From an optimization exercise on the open Yosys and OpenROAD flow, aimed at small area, a short achievable clock period and few clock cycles; shortcuts taken in it are not production practice.
Function was checked by simulation only, so behaviour that the tests miss may differ from the original.
Power is estimated from default activity; no workload was simulated.

[flow/run.sh]
#!/bin/bash
# synth_recipe.tcl (not shown) runs the flow's synth.tcl, then flattens the netlist and writes it again
# the make line also repeats each setting of config.mk as NAME=value (left out here)
make -C /OpenROAD-flow-scripts/flow DESIGN_CONFIG=/design/flow/config.mk WORK_HOME=/design/flow/orfs CLKGATE_MAP_FILE= SYNTH_SCRIPT=/design/flow/synth_recipe.tcl finish
[flow/config.mk]
export PLATFORM = sky130hd
export DESIGN_NAME = character_frequency_count_top
export DESIGN_NICKNAME = character_frequency_count_top
export VERILOG_FILES = /design/flow/design.v
export SDC_FILE = /design/flow/constraint.sdc
export NUM_CORES = 4
export LEC_CHECK = 0
export CAP_MARGIN = 20
export CORE_MARGIN = 2
export CORE_UTILIZATION = 35
export PLACE_DENSITY = 0.6
export SLEW_MARGIN = 20
[flow/constraint.sdc]
create_clock -name core_clock -period 5.5 [get_ports {clock}]
set_input_delay 1.1000 -clock core_clock [delete_from_list [all_inputs] [get_ports {clock}]]
set_output_delay 1.1000 -clock core_clock [all_outputs]
set_load 0.01 [all_outputs]
[flow/design.v]
`default_nettype none
package cfc_pkg;
   localparam int SYMBOL_BITS = 7;
   localparam int OCC_BITS    = 16;
   localparam logic [SYMBOL_BITS-1:0] QUOTE_CODE = 7'd34;
   typedef enum logic {
      CMD_COUNT = 1'b0,
      CMD_FETCH = 1'b1
   } cmd_type;
   typedef struct packed {
      cmd_type                cmd;
      logic [SYMBOL_BITS-1:0] symbol;
   } item_type;
   typedef struct packed {
      logic     valid;
      item_type item;
   } head_type;
   localparam int HEAD_BITS = 1 + 1 + SYMBOL_BITS;
endpackage
`default_nettype wire
`default_nettype none
module cfc_front
#(
   parameter int ALPHABET_SIZE = 128
) (
   input  wire logic                   clock,
   input  wire logic                   reset,
   input  wire logic                   start,
   input  wire logic                   req_op,
   input  wire logic [cfc_pkg::SYMBOL_BITS-1:0] req_symbol,
   output logic                        s2_cnt,
   output logic                        s2_fet,
   output logic                        s2_gate,
   output logic                        s2_found,
   output logic                        s2_last,
   output logic [cfc_pkg::SYMBOL_BITS-1:0]      s2_code
);
   localparam int N  = 128;
   localparam int SB = cfc_pkg::SYMBOL_BITS;
   logic          s1_v;
   logic          s1_op;
   logic [SB-1:0] s1_sym;
   always_ff @(posedge clock) begin
      if (reset) begin
         s1_v <= 1'b0;
      end else begin
         s1_v <= start;
      end
      s1_op  <= req_op;
      s1_sym <= req_symbol;
   end
   logic [N-1:0]  valid_ff;
   logic          cur_act_ff;
   logic [SB-1:0] cur_h_ff;
   logic          cnt;
   logic          fet;
   logic [N-1:0]  dec;
   logic [N-1:0]  rem;
   always_comb begin
      cnt = s1_v && (s1_op == cfc_pkg::CMD_COUNT) &&
            (s1_sym != '0) && (s1_sym != cfc_pkg::QUOTE_CODE);
      fet = s1_v && (s1_op == cfc_pkg::CMD_FETCH);
      for (int i = 0; i < N; i++) begin
         dec[i] = (s1_sym == SB'(i));
         rem[i] = valid_ff[i] && !(cur_act_ff && (SB'(i) <= cur_h_ff));
      end
   end
   logic [N-1:0]      t_any [8];
   logic [N-1:0]      t_mul [8];
   logic [N*SB-1:0]   t_idx [8];
   always_comb begin
      for (int l = 0; l < 8; l++) begin
         t_any[l] = '0;
         t_mul[l] = '0;
         t_idx[l] = '0;
      end
      t_any[0] = rem;
      for (int l = 1; l < 8; l++) begin
         for (int n = 0; n < (N >> l); n++) begin
            t_any[l][n] = t_any[l-1][2*n] | t_any[l-1][2*n+1];
            t_mul[l][n] = t_mul[l-1][2*n] | t_mul[l-1][2*n+1] |
                          (t_any[l-1][2*n] & t_any[l-1][2*n+1]);
            for (int b = 0; b < l - 1; b++) begin
               t_idx[l][n*SB+b] = t_any[l-1][2*n] ? t_idx[l-1][2*n*SB+b]
                                                  : t_idx[l-1][(2*n+1)*SB+b];
            end
            t_idx[l][n*SB+l-1] = !t_any[l-1][2*n];
         end
      end
   end
   logic          found;
   logic          more;
   logic [SB-1:0] hit;
   assign found = t_any[7][0];
   assign more  = t_mul[7][0];
   assign hit   = found ? t_idx[7][SB-1:0] : '0;
   always_ff @(posedge clock) begin
      if (reset) begin
         valid_ff   <= '0;
         cur_act_ff <= 1'b0;
         s2_cnt     <= 1'b0;
         s2_fet     <= 1'b0;
      end else begin
         s2_cnt <= cnt;
         s2_fet <= fet;
         if (fet) begin
            cur_act_ff <= found && more;
            if (found && !more) begin
               valid_ff <= '0;
            end
         end else if (cnt) begin
            valid_ff <= valid_ff | dec;
         end
      end
      if (fet) begin
         cur_h_ff <= hit;
      end
      s2_code  <= fet ? hit : s1_sym;
      s2_gate  <= fet ? found : |(valid_ff & dec);
      s2_found <= found;
      s2_last  <= found && !more;
   end
endmodule
`default_nettype wire
`default_nettype none
module cfc_back
#(
   parameter int ALPHABET_SIZE = 128,
   parameter int COUNT_BITS    = 16
) (
   input  wire logic                   clock,
   input  wire logic                   reset,
   input  wire logic                   s2_cnt,
   input  wire logic                   s2_fet,
   input  wire logic                   s2_gate,
   input  wire logic                   s2_found,
   input  wire logic                   s2_last,
   input  wire logic [cfc_pkg::SYMBOL_BITS-1:0] s2_code,
   output logic                        rsp_strobe,
   output logic                        rsp_found,
   output logic [cfc_pkg::SYMBOL_BITS-1:0]      rsp_char_code,
   output logic [cfc_pkg::OCC_BITS-1:0]         rsp_occurrences,
   output logic                        rsp_last_entry
);
   localparam int N  = 128;
   localparam int SB = cfc_pkg::SYMBOL_BITS;
   localparam int CB = COUNT_BITS;
   logic [N*CB-1:0] store;
   logic            s3_cnt;
   logic            s3_fet;
   logic            s3_found;
   logic            s3_last;
   logic [SB-1:0]   s3_code;
   logic [CB-1:0]   s3_val;
   logic [CB-1:0]   rd;
   logic [CB-1:0]   inc;
   logic            byp;
   always_comb begin
      rd = '0;
      for (int i = 0; i < N; i++) begin
         if (i != 0 && i != 34) begin
            rd = rd | ({CB{s2_code == SB'(i)}} & store[i*CB +: CB]);
         end
      end
      inc = (s3_val == '1) ? s3_val : s3_val + CB'(1);
      byp = s3_cnt && (s3_code == s2_code);
   end
   for (genvar i = 0; i < N; i++) begin : g_entry
      if (i == 0 || i == 34) begin : g_none
         assign store[i*CB +: CB] = '0;
      end else begin : g_word
         always_ff @(posedge clock) begin
            if (s3_cnt && (s3_code == SB'(i))) begin
               store[i*CB +: CB] <= inc;
            end
         end
      end
   end
   always_ff @(posedge clock) begin
      if (reset) begin
         s3_cnt <= 1'b0;
         s3_fet <= 1'b0;
      end else begin
         s3_cnt <= s2_cnt;
         s3_fet <= s2_fet;
      end
      s3_found <= s2_found;
      s3_last  <= s2_last;
      s3_code  <= s2_code;
      s3_val   <= byp ? inc : (s2_gate ? rd : '0);
   end
   assign rsp_strobe      = s3_fet;
   assign rsp_found       = s3_found;
   assign rsp_char_code   = s3_code;
   assign rsp_occurrences = s3_val;
   assign rsp_last_entry  = s3_last;
endmodule
`default_nettype wire
`default_nettype none
module character_frequency_count_top
#(
   parameter int ALPHABET_SIZE = 128,
   parameter int COUNT_BITS    = 16
) (
   input  wire logic                   clock,
   input  wire logic                   reset,
   input  wire logic                   start,
   output logic                        busy,
   input  wire logic                   req_op,
   input  wire logic [cfc_pkg::SYMBOL_BITS-1:0] req_symbol,
   output logic                        rsp_strobe,
   output logic                        rsp_found,
   output logic [cfc_pkg::SYMBOL_BITS-1:0]      rsp_char_code,
   output logic [cfc_pkg::OCC_BITS-1:0]         rsp_occurrences,
   output logic                        rsp_last_entry
);
   logic                            s2_cnt;
   logic                            s2_fet;
   logic                            s2_gate;
   logic                            s2_found;
   logic                            s2_last;
   logic [cfc_pkg::SYMBOL_BITS-1:0] s2_code;
   assign busy = 1'b0;
   cfc_front #(
      .ALPHABET_SIZE(ALPHABET_SIZE)
   ) u_front (
      .clock      (clock),
      .reset      (reset),
      .start      (start),
      .req_op     (req_op),
      .req_symbol (req_symbol),
      .s2_cnt     (s2_cnt),
      .s2_fet     (s2_fet),
      .s2_gate    (s2_gate),
      .s2_found   (s2_found),
      .s2_last    (s2_last),
      .s2_code    (s2_code)
   );
   cfc_back #(
      .ALPHABET_SIZE(ALPHABET_SIZE),
      .COUNT_BITS   (COUNT_BITS)
   ) u_back (
      .clock           (clock),
      .reset           (reset),
      .s2_cnt          (s2_cnt),
      .s2_fet          (s2_fet),
      .s2_gate         (s2_gate),
      .s2_found        (s2_found),
      .s2_last         (s2_last),
      .s2_code         (s2_code),
      .rsp_strobe      (rsp_strobe),
      .rsp_found       (rsp_found),
      .rsp_char_code   (rsp_char_code),
      .rsp_occurrences (rsp_occurrences),
      .rsp_last_entry  (rsp_last_entry)
   );
endmodule
`default_nettype wire
==> metrics.yaml <==
worst_setup_path:
  slowest_delay_ns: 0.93
  cp_top_family: "simple AND/OR/NAND/NOR gates"
  path_class: "register to register"
  critical_path_arrival_ns: 6.08
  path_depth: 12
  rr_endpoint: "u_front.valid_ff[2]$_SDFFE_PP0P_"
  cp-end-kind: "register"
  cp-start-kind: "register"
  worstPathRequired_ns: 6.25
  crit_buf_inv: 3
  crit_fanout: 20
  slowest_stage: "edfxtp_1"
  reg2reg_depth: 12
  critical_path.cell_chain: "buf_4, nand2b_1, o31ai_1, a221o_1, nand4b_1, or4bb_1, or4_1, nand3_2, nor4_4, buf_12, buf_12, a211oi_1"
  cp-startpoint: "u_front.cur_h_ff[1]$_DFFE_PP_"
  crit_top_cell: "buf_12"
  crit_path_end: "u_front.valid_ff[2]$_SDFFE_PP0P_"
  ff2ff_setup_slack_ns: 0.17
  r2r-start: "u_front.cur_h_ff[1]$_DFFE_PP_"
grt:
  grt_pass1_wl_um: 622000
  first_global_vias: 61124
  overflow: 0
  grt_max_degree: 128
  antenna_found_initial: 61
  grt_usage: 0.382
detailed_routing:
  dr.pass1.iters: 7
  via_per_inst: 7.15
  wire_per_inst_um: 50.4
  ant_nets: 0
  drcViolationCount: 0
  vias: 69734
  drt_iter0_markers: 16338
  wirelength_um: 492000
timing:
  skew_ns: 0.111
  final-setup-viol-count: 0
  fin_setup_tns_ns: 0
  hold_viol: 0
  finalCritPeriodShare: 0.970
  fin_crit_ns: 5.33
  worst_pin_slew_ns: 1.41
  max_slew_margin: 0.0566
  finalMaxSlewViolations: 0
  rsz0062_at_grt: "false"
  max_freq_mhz: 188
clocking:
  root_buffer: "clkbuf_16"
  cts_setup_buffers: 0
  cts_htree_levels: 4
  clock_sinks: 2200
  clk_pin_slew_worst_paths_ns: 0.06
  cts_tree: "built"
  clockBufferDepth: 3
  cts_made_buffers: 225
  clk_latency_ns: 0.96
final_layout:
  nets: 6291
  syn2layout_area_growth_pct: 19.8
  drive_gt1_frac: 0.209
  fin_area_um2: 103000
  n_fill_cell: 22132
placed_design:
  placed_cell_area_um2: 95400
  numPortBuffers: 36
  dp_hpwl_um: 327000
  place_congestion: 1.09
die:
  die_w_um: 500
  die_y_um: 500
  ios: 38
  start_util: 0.351
  dieArea_um2: 250000
  core_um2: 245000
  rows: 182
min_path:
  hold_depth: 0
  hold_path.class: "register to register"
power_and_ir_drop:
  max-vdd-ir-drop_mv: 0.304
  power_leakage_nw: 33.6
  power_density_nw_per_um2: 346
synth:
  synth-main-ff-cell: "edfxtp_1"
  synth-edff-count: 2023
  synth.distinct_cells: 91
  async_flop_share: 0
  syn_nets: 5764
  ys_warn_count: 6
  syn_avg_cell_area_um2: 15.0
  netlist_instances: 5752
  syn_area_um2: 86200
  yosysSeqAreaShare: 0.746
  ys_ff_latch: 2200
run_status:
  status: "no timing/DRC/antenna violations"
run:
  maxCapViolCount: 0
[stage by stage]
stage / total power [W] / std cells / hold WS [ns] / util / setup WS, ns
after floorplan: 0.0192 / 5752 / 0.310 / - / 0.856
after global placement: 0.0201 / 9264 / 0.367 / 0.388 / 0.353
after detailed placement: 0.0201 / 9268 / 0.359 / 0.389 / 0.295
after CTS: 0.0355 / 9686 / 0.316 / 0.420 / 0.213
after global routing: 0.0362 / 9702 / 0.324 / 0.420 / 0.0587
final: 0.0357 / 9758 / 0.327 / 0.421 / 0.167
[cell usage after synthesis (all sizes together), types with 13 or more instances]
master | number | area (µm²)
nand4bb | 13 | 146
nand4 | 123 | 769
o211ai | 25 | 188
nand2b | 33 | 206
o22ai | 22 | 138
nand4b | 16 | 140
a31oi | 26 | 163
a221oi | 14 | 123
nor4 | 76 | 488
nand3 | 62 | 315
dfxtp | 177 | 3540
nand2 | 486 | 1820
clkbuf | 233 | 875
o31ai | 36 | 270
a22o | 18 | 158
a21o | 19 | 143
nor3 | 101 | 505
o21ai | 103 | 516
a21oi | 184 | 921
buf | 72 | 478
a211oi | 141 | 1650
o21a | 24 | 180
edfxtp | 2023 | 60700
inv | 33 | 124
nor2 | 358 | 1340
a22oi | 1052 | 7900
or2 | 21 | 131
[power breakdown]
| part | total, W | internal, W | leakage (nW) | switching (W) |
|---|---|---|---|---|
| clock | 0.0159 | 0.00889 | 3.67 | 0.00700 |
| sequential | 0.0184 | 0.0183 | 20.0 | 0.0000897 |
| combinational | 0.00145 | 0.000286 | 9.90 | 0.00116 |
[logic make-up (layout without fill, tap and decap cells)]
family                     Yosys count  after routing  share of synthesized area
and+or+nand+nor                   1393           1393                     0.0772
AOI/OAI and AO/OA                 1794           1794                      0.157
buffers and inverters              338           1056                     0.0171
xor gates and xnor gates            17             17                    0.00173
DFF                               2200           2200                      0.746
muxes                                5              5                   0.000639
other                                1             69                  0.0000435
adders and majority gates            4              4                   0.000494
[layer usage]
layer,track usage,up-vias,share of wire
met5,0.0353,-,0.0018
li1,-,24593,-
met4,0.243,32,0.082
met3,0.220,1911,0.19
met2,0.504,8075,0.39
met1,0.468,35123,0.34
[cell usage in the layout (no fill, tap or decap), drive strengths merged, types with 19 or more instances in the layout]
master	Yosys	final
a22oi	1052	1052
inv	33	39
o31ai	36	36
o211ai	25	25
nand4	123	123
o21a	24	24
edfxtp	2023	2023
bufinv	0	24
diode	0	68
dfxtp	177	177
buf	72	570
clkinv	0	92
nand2b	33	33
o21ai	103	103
nand3	62	62
nor4	76	76
or2	21	21
a21oi	184	184
nor2	358	358
nor3	101	101
a21o	19	19
o22ai	22	22
clkbuf	233	290
clkdlybuf4s50	0	35
a211oi	141	141
nand2	486	486
a31oi	26	26
[registers in the layout, indices dropped and copies added, names as in the netlist]
signal and count:
u_front.s2_found 1, u_back.s3_code 7, u_front.cur_act_ff 1, u_front.s2_cnt 1, u_front.s2_code 7, u_back.s3_fet 1, u_front.cur_h_ff 7, u_front.s1_sym 7
u_back.s3_last 1, u_back.s3_found 1, u_front.valid_ff 128, u_back.store 2016, u_front.s1_op 1, u_front.s2_last 1, u_front.s2_fet 1, u_back.s3_cnt 1
u_back.s3_val 16, u_front.s1_v 1, u_front.s2_gate 1
[worst min-delay path by stage]
stage	from	endpoint	slack, ns
floorplan	u_front.s2_found$_DFF_P_	u_back.s3_found$_DFF_P_	0.31
global route	u_front.s2_last$_DFF_P_	u_back.s3_last$_DFF_P_	0.32
CTS	u_front.s2_last$_DFF_P_	u_back.s3_last$_DFF_P_	0.32
finish	u_front.s2_last$_DFF_P_	u_back.s3_last$_DFF_P_	0.33
global placement	u_front.s2_last$_DFF_P_	u_back.s3_last$_DFF_P_	0.37
detailed placement	u_front.s2_last$_DFF_P_	u_back.s3_last$_DFF_P_	0.36
[what timing repair did]
item                       in CTS  in global routing
gates resized for setup         0                  1
setup endpoints to repair       0                 67
hold buffers                    0                  0
hold endpoints to repair        0                  0
[layout make-up]
class	count	area, µm²	share of cell area
tap	3220	4030	0.0390
antenna	68	170	0.00165
clock buffer	290	6010	0.0582
clock inverter	128	1570	0.0152
multi-input combinational	3214	21700	0.210
inverter	33	124	0.00120
sequential	2200	64300	0.623
timing repair buffer	605	5370	0.0520
Testbench counts, summed over its fixed seeds: cycles 73,546.

-- afterwards: timing with drivers on the ports --
How much do the figures lean on ideal ports? The routed layout below was timed once more, with nothing changed but the port constraints. Step 1, drivers: a clkbuf_16 drives clock and a buf_2 each remaining input, both assumed. Step 2 times the ports against the registers' clock, not the clock port: input delays grow and output delays shrink by t, the midpoint of the rising clock arrivals with the driver on. Three values: ideal ports, drivers, drivers and shift; two values: the first two.
shift t [ns]: 1.002
setup slack, ns: 0.167 / 0.167 / 0.167
hold slack, ns: 0.327 / 0.327 / 0.327
worst setup path after step 2: register to register
clock arrival spread, ns: 0.131 / 0.130
After both steps this run still meets setup and hold. For this run, drivers alone change the setup slack by 0.000 ns; drivers and shift together by 0.000 ns.
